Background: an optimization exercise with open tools, aiming at small area, a short achievable clock period and few clock cycles. Do not read the settings as production practice. No run shown here included a check of the RTL's function; only the layout flow was run. Power is estimated from default activity; no workload was simulated.

## flow/design.v (module list and top-level ports; edited modules follow where they fit)
// module mac_fa: 4 lines
// module mac_ha: 4 lines
// module approx_mac_top: 1426 lines
module approx_mac_top (
    input  wire                         clk,
    input  wire                         arst_n,
    input  wire [33:0]                  cmd,     
    input  wire                         cmd_valid,
    output logic                        cmd_ready,
    output logic [151:0]                result,  
    output logic                        result_valid,
    input  wire                         result_ready
);
  // ...
==> flow/run.sh <==
#!/bin/bash
# synth_recipe.tcl (not shown) runs the flow's synth.tcl, then flattens the netlist and writes it again
# the make line also repeats each setting of config.mk as NAME=value (left out here)
make -C /OpenROAD-flow-scripts/flow DESIGN_CONFIG=/design/flow/config.mk WORK_HOME=/design/flow/orfs CLKGATE_MAP_FILE= SYNTH_SCRIPT=/design/flow/synth_recipe.tcl finish
==> flow/config.mk <==
export PLATFORM = sky130hd
export DESIGN_NAME = approx_mac_top
export DESIGN_NICKNAME = approx_mac_top
export VERILOG_FILES = /design/flow/design.v
export SDC_FILE = /design/flow/constraint.sdc
export NUM_CORES = 4
export LEC_CHECK = 0
export CAP_MARGIN = 20
export CORE_MARGIN = 2
export CORE_UTILIZATION = 40
export SETUP_SLACK_MARGIN = 5
export SLEW_MARGIN = 20
export SYNTH_HIERARCHICAL = 1
==> flow/constraint.sdc <==
create_clock -name core_clock -period 9.0 [get_ports {clk}]
set_input_delay 1.8000 -clock core_clock [delete_from_list [all_inputs] [get_ports {clk}]]
set_output_delay 1.8000 -clock core_clock [all_outputs]
set_load 0.01 [all_outputs]
==> reports/qor.json, run 1 <==
{
  "sta": {
    "max_freq_mhz": 238,
    "tightest_slew_ns": 0.834,
    "maxSlewHeadroom_pct": 44.4,
    "setup-violations-final": 0
  },
  "cells_and_area": {
    "area_growth_syn_to_layout_pct": 27.5,
    "fin_area_sq_mm": 0.0275,
    "antenna_cells": 1,
    "clock_buffers": 43,
    "final_cell_mix": "sky130_fd_sc_hd__clkdlybuf4s50_1, sky130_fd_sc_hd__fa_1, sky130_fd_sc_hd__nor2_1"
  },
  "grt": {
    "grt.busiest_layer": "met2",
    "grt_max_degree": 70
  },
  "critical_path": {
    "timing.reg2reg.worst_path_depth": 18,
    "timing.critical_path.to_type": "flip-flop",
    "rr_endpoint": "err_sum[18]",
    "cp_cell_sequence": "ha_4 -> a21o_1 -> a21o_1 -> a2111oi_4 -> buf_4 -> nor2_4 -> buf_12 -> buf_6 -> xnor2_4 -> ha_4 -> a21o_1 -> a21oi_1 -> nor2b_1 -> or4_4 -> a211oi_4 -> nor3_2 -> or3_1 -> a32o_1",
    "critical-path-slowest-cell": "sky130_fd_sc_hd__or4_4"
  },
  "yosys": {
    "synth_xor_xnor_area_share_pct": 9.63
  },
  "pwr": {
    "powerDensity_mw_per_mm2": 446,
    "internal-power_mw": 6.72
  },
  "placed_design": {
    "placed_cells": 2921
  },
  "drt": {
    "detail_route.wl_per_cell_um": 19.2,
    "met3_wirelength_mm": 3.12
  },
  "run_status": {
    "status": "complete, no violations"
  },
  "hold_path": {
    "hold_path.class": "reg -> reg",
    "min_to": "max_q[5]"
  },
  "clocking": {
    "post_cts_buffers": 48,
    "cts_root_buf": "sky130_fd_sc_hd__clkbuf_16"
  },
  "floorplanning": {
    "initial_utilization_pct": 40.3,
    "row_count": 85
  }
}
==> run 2, diff against run 1 <==
--- a/flow/design.v
+++ b/flow/design.v
@@ -1423,46 +1423,38 @@
     assign ehi = {1'b1, er_q[10], er_q[8], er_q[6], er_q[4], er_q[2], er_q[0], 1'b1} + {1'b0, 1'b0, er_q[9], er_q[7], er_q[5], er_q[3], er_q[1], elo_q[14]};
     assign d = {ehi[7:1], elo_q[13:0]};
     logic [48-1:0]  err_sum;
     logic [19:0]            max_q;
     logic [32-1:0] approx_cnt;
     logic                   neg;
     logic [19:0]            d_inv;    
     logic [19:0]            abs_err;  
-    logic [22:0]            sum_lo;   
-    logic [26:0]            sum_hi1;  
+    logic [48:0]            sum_nxt;
     logic [21:0]            cmp;      
     assign neg     = d[20];
     assign d_inv   = d[19:0] ^ {20{neg}};
     assign abs_err = d_inv + {19'b0, neg};
-    assign sum_lo  = {1'b0, err_sum[20:0], 1'b1} + {2'b0, d_inv, neg};
-    assign sum_hi1 = err_sum[47:21] + 1'b1;
-    logic [20:0] acc_lo;
-    logic [19:0] acc_hi0;
-    logic [19:0] acc_hi1;
-    assign acc_lo  = {1'b0, acc_s[19:0]} + {1'b0, acc_c[19:0]};
-    assign acc_hi0 = acc_s[39:20] + acc_c[39:20];
-    assign acc_hi1 = acc_s[39:20] + acc_c[39:20] + 20'd1;
+    assign sum_nxt = {err_sum, 1'b1} + {28'b0, d_inv, neg};
     assign cmp     = {1'b0, d_inv, 1'b1} + {1'b0, ~max_q, neg};
     always_ff @(posedge clk or negedge arst_n) begin
         if (!arst_n) begin
             acc        <= '0;
             err_sum    <= '0;
             max_q      <= '0;
             approx_cnt <= '0;
         end else if (b_clr) begin
             acc        <= '0;
             err_sum    <= '0;
             max_q      <= '0;
             approx_cnt <= '0;
         end else begin
-            if (b_apx || b_exa) acc <= {acc_lo[20] ? acc_hi1 : acc_hi0, acc_lo[19:0]};  
+            if (b_apx || b_exa) acc <= acc_s + acc_c;  
             if (b_apx) begin
-                err_sum    <= {sum_lo[22] ? sum_hi1 : err_sum[47:21], sum_lo[21:1]};
+                err_sum    <= sum_nxt[48:1];
                 approx_cnt <= approx_cnt + 1'b1;
                 if (cmp[21]) max_q <= abs_err;
             end
         end
     end
     assign result_s.acc        = acc;
     assign result_s.err_sum    = err_sum;
     assign result_s.err_max    = {12'b0, max_q};
==> flow/flow/run.sh (new file) <==
#!/bin/bash
# The standard layout (the standard.sh, all ORFS steps unchanged), except that the
# port buffers buffer_ports inserts are sky130_fd_sc_hd__buf_1 cells instead of the
# delay buffers it picks by default. Every input and output port still gets a buffer.
set -euo pipefail
export BUFFER_PORTS_ARGS="-buffer_cell sky130_fd_sc_hd__buf_1"
bash standard.sh > standard_flow.log 2>&1
==> flow/standard.sh (new file) <==
#!/bin/bash
# synth_recipe.tcl (not shown) runs the flow's synth.tcl, then flattens the netlist and writes it again
# the make line also repeats each setting of config.mk as NAME=value (left out here)
make -C /OpenROAD-flow-scripts/flow DESIGN_CONFIG=/design/flow/config.mk WORK_HOME=/design/flow/orfs CLKGATE_MAP_FILE= SYNTH_SCRIPT=/design/flow/synth_recipe.tcl "${@:-finish}"
==> flow/config.mk (replaced) <==
export PLATFORM = sky130hd
export DESIGN_NAME = approx_mac_top
export DESIGN_NICKNAME = approx_mac_top
export VERILOG_FILES = /design/flow/design.v
export SDC_FILE = /design/flow/constraint.sdc
export NUM_CORES = 4
export LEC_CHECK = 0
export CAP_MARGIN = 20
export CORE_MARGIN = 2
export CORE_UTILIZATION = 60
export CTS_BUF_LIST = sky130_fd_sc_hd__clkbuf_8
export CTS_CLUSTER_DIAMETER = 60
export CTS_CLUSTER_SIZE = 16
export SETUP_SLACK_MARGIN = 5
export SLEW_MARGIN = 20
export SYNTH_HIERARCHICAL = 1
removed: flow/run.sh
==> reports/qor.json, run 2 <==
{
  "clocking": {
    "cts.hold.buffers_added": {"value": 0, "change": "unchanged"},
    "cts_tree": {"value": "built", "change": "unchanged"},
    "ctsLongestPathBuffers": {"value": 3, "change": "unchanged"},
    "clk_pin_slew": {"value": 0.10, "unit": "ns", "change": "was 0.06 ns"},
    "numCtsBuffers": {"value": 31, "change": "was 35"},
    "cts.sink_count": {"value": 267, "change": "unchanged"},
    "cts.htree.levels": {"value": 1, "change": "was 2"},
    "clock_latency": {"value": 0.65, "unit": "ns", "change": "was 0.57 ns"},
    "cts_root_buf": {"value": "sky130_fd_sc_hd__clkbuf_8", "change": "was sky130_fd_sc_hd__clkbuf_16"}
  },
  "hold_path": {
    "hold_path.class": {"value": "reg -> reg", "change": "unchanged"}
  },
  "sta": {
    "max_freq": {"value": 249, "unit": "MHz", "change": "was 238 MHz"},
    "skew": {"value": 0.0261, "unit": "ns", "change": "was 0.0221 ns"},
    "setup-violations-final": {"value": 0, "change": "unchanged"},
    "final_hold_viol_count": {"value": 0, "change": "unchanged"},
    "period_minus_slack": {"value": 4.01, "unit": "ns", "change": "was 4.21 ns"},
    "grt_setup_unrepaired": {"value": "yes", "change": "unchanged"},
    "final.setup.tns": {"value": 0, "unit": "ns", "change": "unchanged"},
    "maxSlewHeadroom": {"value": 41.7, "unit": "%", "change": "was 44.4%"},
    "fin_crit_share": {"value": 44.6, "unit": "%", "change": "was 46.8%"},
    "final-max-slew-violation-count": {"value": 0, "change": "unchanged"},
    "post-route-worst-setup-slack": {"value": 4.99, "unit": "ns", "change": "was 4.79 ns"},
    "tightest_slew": {"value": 0.874, "unit": "ns", "change": "was 0.834 ns"}
  },
  "yosys": {
    "synth.cells.most_frequent": {"value": "sky130_fd_sc_hd__fa_1, sky130_fd_sc_hd__nand2_1, sky130_fd_sc_hd__xnor2_1, sky130_fd_sc_hd__ha_1, sky130_fd_sc_hd__nor2_1", "change": "was sky130_fd_sc_hd__fa_1, sky130_fd_sc_hd__nand2_1, sky130_fd_sc_hd__xnor2_1, sky130_fd_sc_hd__nor2_1, sky130_fd_sc_hd__ha_1"},
    "postSynth.asyncResetShare": {"value": 54.7, "unit": "%", "change": "unchanged"},
    "synth_warnings": {"value": 7, "change": "unchanged"},
    "largest_cells_by_area_after_synthesis": {"value": "sky130_fd_sc_hd__fa_1, sky130_fd_sc_hd__dfrtp_1, sky130_fd_sc_hd__ha_1, sky130_fd_sc_hd__dfxtp_1, sky130_fd_sc_hd__xnor2_1", "change": "unchanged"},
    "synthDominantAreaCellType": {"value": "sky130_fd_sc_hd__fa_1", "change": "unchanged"},
    "yosys_cell_types": {"value": 78, "change": "was 90"},
    "post_synth.cell_area_avg": {"value": 9.93, "unit": "sq um", "change": "was 10.0 sq um"},
    "total_of_flip_flops_plus_latches_after_synthesis": {"value": 267, "change": "unchanged"},
    "synthFlopType": {"value": "sky130_fd_sc_hd__dfrtp_1", "change": "unchanged"},
    "synth-edff-count": {"value": 34, "change": "unchanged"},
    "netlist_area": {"value": 0.0217, "unit": "sq mm", "change": "was 0.0216 sq mm"},
    "synth-seq-area-share": {"value": 29.6, "unit": "%", "change": "was 29.8%"},
    "yosys.cell_count.top_type": {"value": "sky130_fd_sc_hd__fa_1", "change": "unchanged"},
    "syn-instance-count": {"value": 2182, "change": "was 2150"},
    "share_of_the_synthesized_area_in_the_top_cell_type": {"value": 18.6, "unit": "%", "change": "was 18.8%"}
  },
  "drt": {
    "routed-via-count": {"value": 17200, "change": "was 16800"},
    "drc_errors": {"value": 0, "change": "unchanged"},
    "routed_via_density": {"value": 6.00, "change": "was 5.42"},
    "drtPass1Iterations": {"value": 5, "change": "unchanged"},
    "routed_wirelength": {"value": 59.5, "unit": "mm", "change": "was 59.6 mm"},
    "drt_iter0_drc": {"value": 1173, "change": "was 988"},
    "drtAntennaViolNets": {"value": 0, "change": "unchanged"},
    "detail_route.wl_per_cell": {"value": 20.8, "unit": "um", "change": "was 19.2 um"}
  },
  "pwr": {
    "static-leakage-power": {"value": 11.0, "unit": "nW", "change": "was 11.9 nW"},
    "power.switching_fraction": {"value": 48.9, "unit": "%", "change": "was 45.2%"},
    "clockPowerShare": {"value": 8.3, "unit": "%", "change": "was 12.7%"},
    "worst_ir_drop_vdd": {"value": 0.338, "unit": "mV", "change": "was 0.191 mV"},
    "power.net_switching": {"value": 5.44, "unit": "mW", "change": "was 5.54 mW"},
    "powerDensity": {"value": 447, "unit": "mW/mm^2", "change": "was 446 mW/mm^2"},
    "combinationalPowerShare": {"value": 73.5, "unit": "%", "change": "was 70.8%"},
    "internal-power": {"value": 5.68, "unit": "mW", "change": "was 6.72 mW"},
    "power_frac_seq": {"value": 18.2, "unit": "%", "change": "was 16.5%"}
  },
  "critical_path": {
    "timing.critical_path.to_type": {"value": "flip-flop", "change": "unchanged"},
    "path_class": {"value": "reg -> reg", "change": "unchanged"},
    "path_max_fanout": {"value": 8, "change": "was 7"},
    "timing.critical_path.from_type": {"value": "flip-flop", "change": "unchanged"},
    "crit_arrival": {"value": 4.53, "unit": "ns", "change": "was 4.67 ns"},
    "critical_path_rt": {"value": 9.52, "unit": "ns", "change": "was 9.46 ns"}
  },
  "floorplanning": {
    "row_count": {"value": 69, "change": "was 85"},
    "floorplan.die_area": {"value": 0.0377, "unit": "sq mm", "change": "was 0.0558 sq mm"},
    "die-width": {"value": 194, "unit": "um", "change": "was 236 um"},
    "die_height": {"value": 194, "unit": "um", "change": "was 236 um"},
    "fp.coreArea": {"value": 0.0356, "unit": "sq mm", "change": "was 0.0535 sq mm"},
    "ios": {"value": 192, "change": "unchanged"},
    "initial_utilization": {"value": 60.9, "unit": "%", "change": "was 40.3%"}
  },
  "grt": {
    "antenna_found_initial": {"value": 1, "change": "unchanged"},
    "grt_usage": {"value": 30.8, "unit": "%", "change": "was 20.6%"},
    "grt_max_degree": {"value": 75, "change": "was 70"},
    "first_global_vias": {"value": 16900, "change": "was 17100"},
    "grt_overflow": {"value": 0, "change": "unchanged"},
    "grt_pass1_wl": {"value": 92.5, "unit": "mm", "change": "was 92.1 mm"}
  },
  "placed_design": {
    "buffer_ports.inserted": {"value": 179, "change": "unchanged"},
    "dp_hpwl": {"value": 41.4, "unit": "mm", "change": "was 40.8 mm"},
    "place_congestion": {"value": 0.926, "change": "was 0.898"},
    "dp_slack": {"value": 4.17, "unit": "ns", "change": "was 4.05 ns"}
  },
  "cells_and_area": {
    "largest_register_ff_count": {"value": 61, "change": "unchanged"},
    "reg.largest.list": {"value": "pr_q (61), err_sum (48), acc (40)", "change": "unchanged"},
    "final_cell_mix": {"value": "sky130_fd_sc_hd__buf_1, sky130_fd_sc_hd__fa_1, sky130_fd_sc_hd__nand2_1", "change": "was sky130_fd_sc_hd__clkdlybuf4s50_1, sky130_fd_sc_hd__fa_1, sky130_fd_sc_hd__nor2_1"},
    "layout.cells.most_common": {"value": "sky130_fd_sc_hd__buf_1", "change": "was sky130_fd_sc_hd__clkdlybuf4s50_1"},
    "drive_above_1_share": {"value": 13.0, "unit": "%", "change": "was 16.1%"},
    "area_growth_syn_to_layout": {"value": 14.7, "unit": "%", "change": "was 27.5%"},
    "nNetsFinal": {"value": 2772, "change": "was 2773"},
    "post-route-util": {"value": 69.9, "unit": "%", "change": "was 51.4%"},
    "antenna_cells": {"value": 0, "change": "was 1"},
    "regMostFlops": {"value": "pr_q", "change": "unchanged"}
  },
  "flow_run": {
    "cap_viol_max_count": {"value": 0, "change": "unchanged"}
  },
  "run_status": {
    "status": {"value": "complete, no violations", "change": "unchanged"}
  }
}
[run 2: changes by cell type in the layout (fill, tap and decap cells not counted), moves of 10 or more]
cell | before | now
sky130_fd_sc_hd__xnor2_1 | 148 | 134
sky130_fd_sc_hd__and3_1 | 66 | 80
sky130_fd_sc_hd__a21o_1 | 30 | 40
sky130_fd_sc_hd__mux2_1 | 0 | 13
sky130_fd_sc_hd__clkbuf_16 | 37 | 2
sky130_fd_sc_hd__a22o_1 | 46 | 32
sky130_fd_sc_hd__clkdlybuf4s50_1 | 178 | 0
sky130_fd_sc_hd__nand2_1 | 159 | 173
sky130_fd_sc_hd__nor2_1 | 162 | 151
sky130_fd_sc_hd__clkbuf_8 | 4 | 32
sky130_fd_sc_hd__buf_1 | 0 | 178
sky130_fd_sc_hd__a21oi_1 | 59 | 90
[run 2: path summary, 6_finish.rpt]
check,startpoint,endpoint,slack (ns),depth (start not counted)
setup / recovery,x[7],pr_q[30],4.99,10
hold / removal,a_op[1],b_apx,0.52,1
setup reg to reg,x[7],pr_q[30],4.99,10
hold reg to reg,a_op[1],b_apx,0.52,1
max in group asynchronous,arst_n,err_sum[7],5.97,3
min in group asynchronous,arst_n,approx_cnt[13],1.17,1
[run 2: worst max-delay path, cell delays in order, from the launching register on]
cell and delay [ns]:
sky130_fd_sc_hd__edfxtp_1 0.47, sky130_fd_sc_hd__ha_2 0.20, sky130_fd_sc_hd__mux2_4 0.31, sky130_fd_sc_hd__a22oi_2 0.14, sky130_fd_sc_hd__xnor2_1 0.15, sky130_fd_sc_hd__ha_1 0.29, sky130_fd_sc_hd__fa_2 0.55, sky130_fd_sc_hd__fa_2 0.44
sky130_fd_sc_hd__fa_2 0.39, sky130_fd_sc_hd__fa_1 0.51, sky130_fd_sc_hd__fa_1 0.42
[run 2: Yosys stat by module (local to each module, per instance)]
| module | cells | cell area, sq um |
|---|---|---|
| approx_mac_top | 1960 | 17400 |
| mac_fa | 1 | 20.0 |
| mac_ha | 1 | 12.5 |
[run 2: timing repair]
action | 4_1_cts | 5_1_grt
endpoints found under the setup margin | 94 | 88
buffers inserted | 38 | 49
pin swaps | 2 | 54
gates resized for setup | 41 | 108
gates cloned | 0 | 5
[run 2: metal layers]
metal | vias to the layer above | track usage, % | wire length, um
met5 | - | 0 | 26
met1 | 8462 | 43.8 | 26200
met2 | 701 | 47.6 | 26400
met4 | 2 | 10.5 | 2340
met3 | 144 | 5.60 | 4600
li1 | 7898 | - | -
[run 2: area by class of cell]
type                    instances  area (sq um)
fillers                      2791         10700
repair buffers                291          1640
inverters                      96           360
flip-flops and latches        267          6420
well taps                     461           577
clock buffers                  32           440
multi-input cells            1693         15200
clock inverters                26           245
[run 2: power by group through the flow]
stage / clock, mW / combinational, mW / sequential (mW)
detailed placement: 0 / 7.12 / 2.04
global route: 0.995 / 9.05 / 2.07
CTS: 0.949 / 7.34 / 2.00
global placement: 0 / 6.92 / 2.03
finish: 0.922 / 8.17 / 2.02
floorplan: 0 / 5.49 / 1.95
[run 2: stage by stage]
step	hold slack [ns]	total power [mW]	cell area, sq um	std cells
after detailed placement	0.510	9.16	22600	2716
final	0.517	11.1	24900	2866
after global routing	0.570	12.1	24900	2866
after global placement	0.493	8.94	22600	2716
after floorplan	0.462	7.44	21800	2193
after CTS	0.514	10.3	23800	2812
[run 2: cell families after synthesis]
family	count (synthesis)	share of synthesized area [%]
AOI/OAI and AO/OA	408	12.7
xor gates and xnor gates	218	8.81
adders and majority gates	354	27.4
buffers and inverters	236	4.50
DFF	267	29.6
muxes	42	2.12
other	1	0.0173
and+or+nand+nor	656	14.9

separate check: timing with driven ports:
The results above use ideal ports. As a check the final layouts listed here were re-extracted and re-timed, cells and wires unchanged.
Step 1, drivers: a clkbuf_16 drives clk and a buf_2 each remaining input, both assumed.
Step 2 times the ports against the registers' clock, not the clock port: input delays grow and output delays shrink by t, the midpoint of the rising clock arrivals with the driver on.
Three values: ideal, step 1, step 2; two values: the first two.
run | t (ns) | slack for setup (ns) | pins driven straight from the clock port
run 1 | 0.613 | 4.790 / 4.790 / 4.790 | 1
run 2 | 0.689 | 4.988 / 4.988 / 4.988 | 1
After both steps every run listed still meets setup and hold.
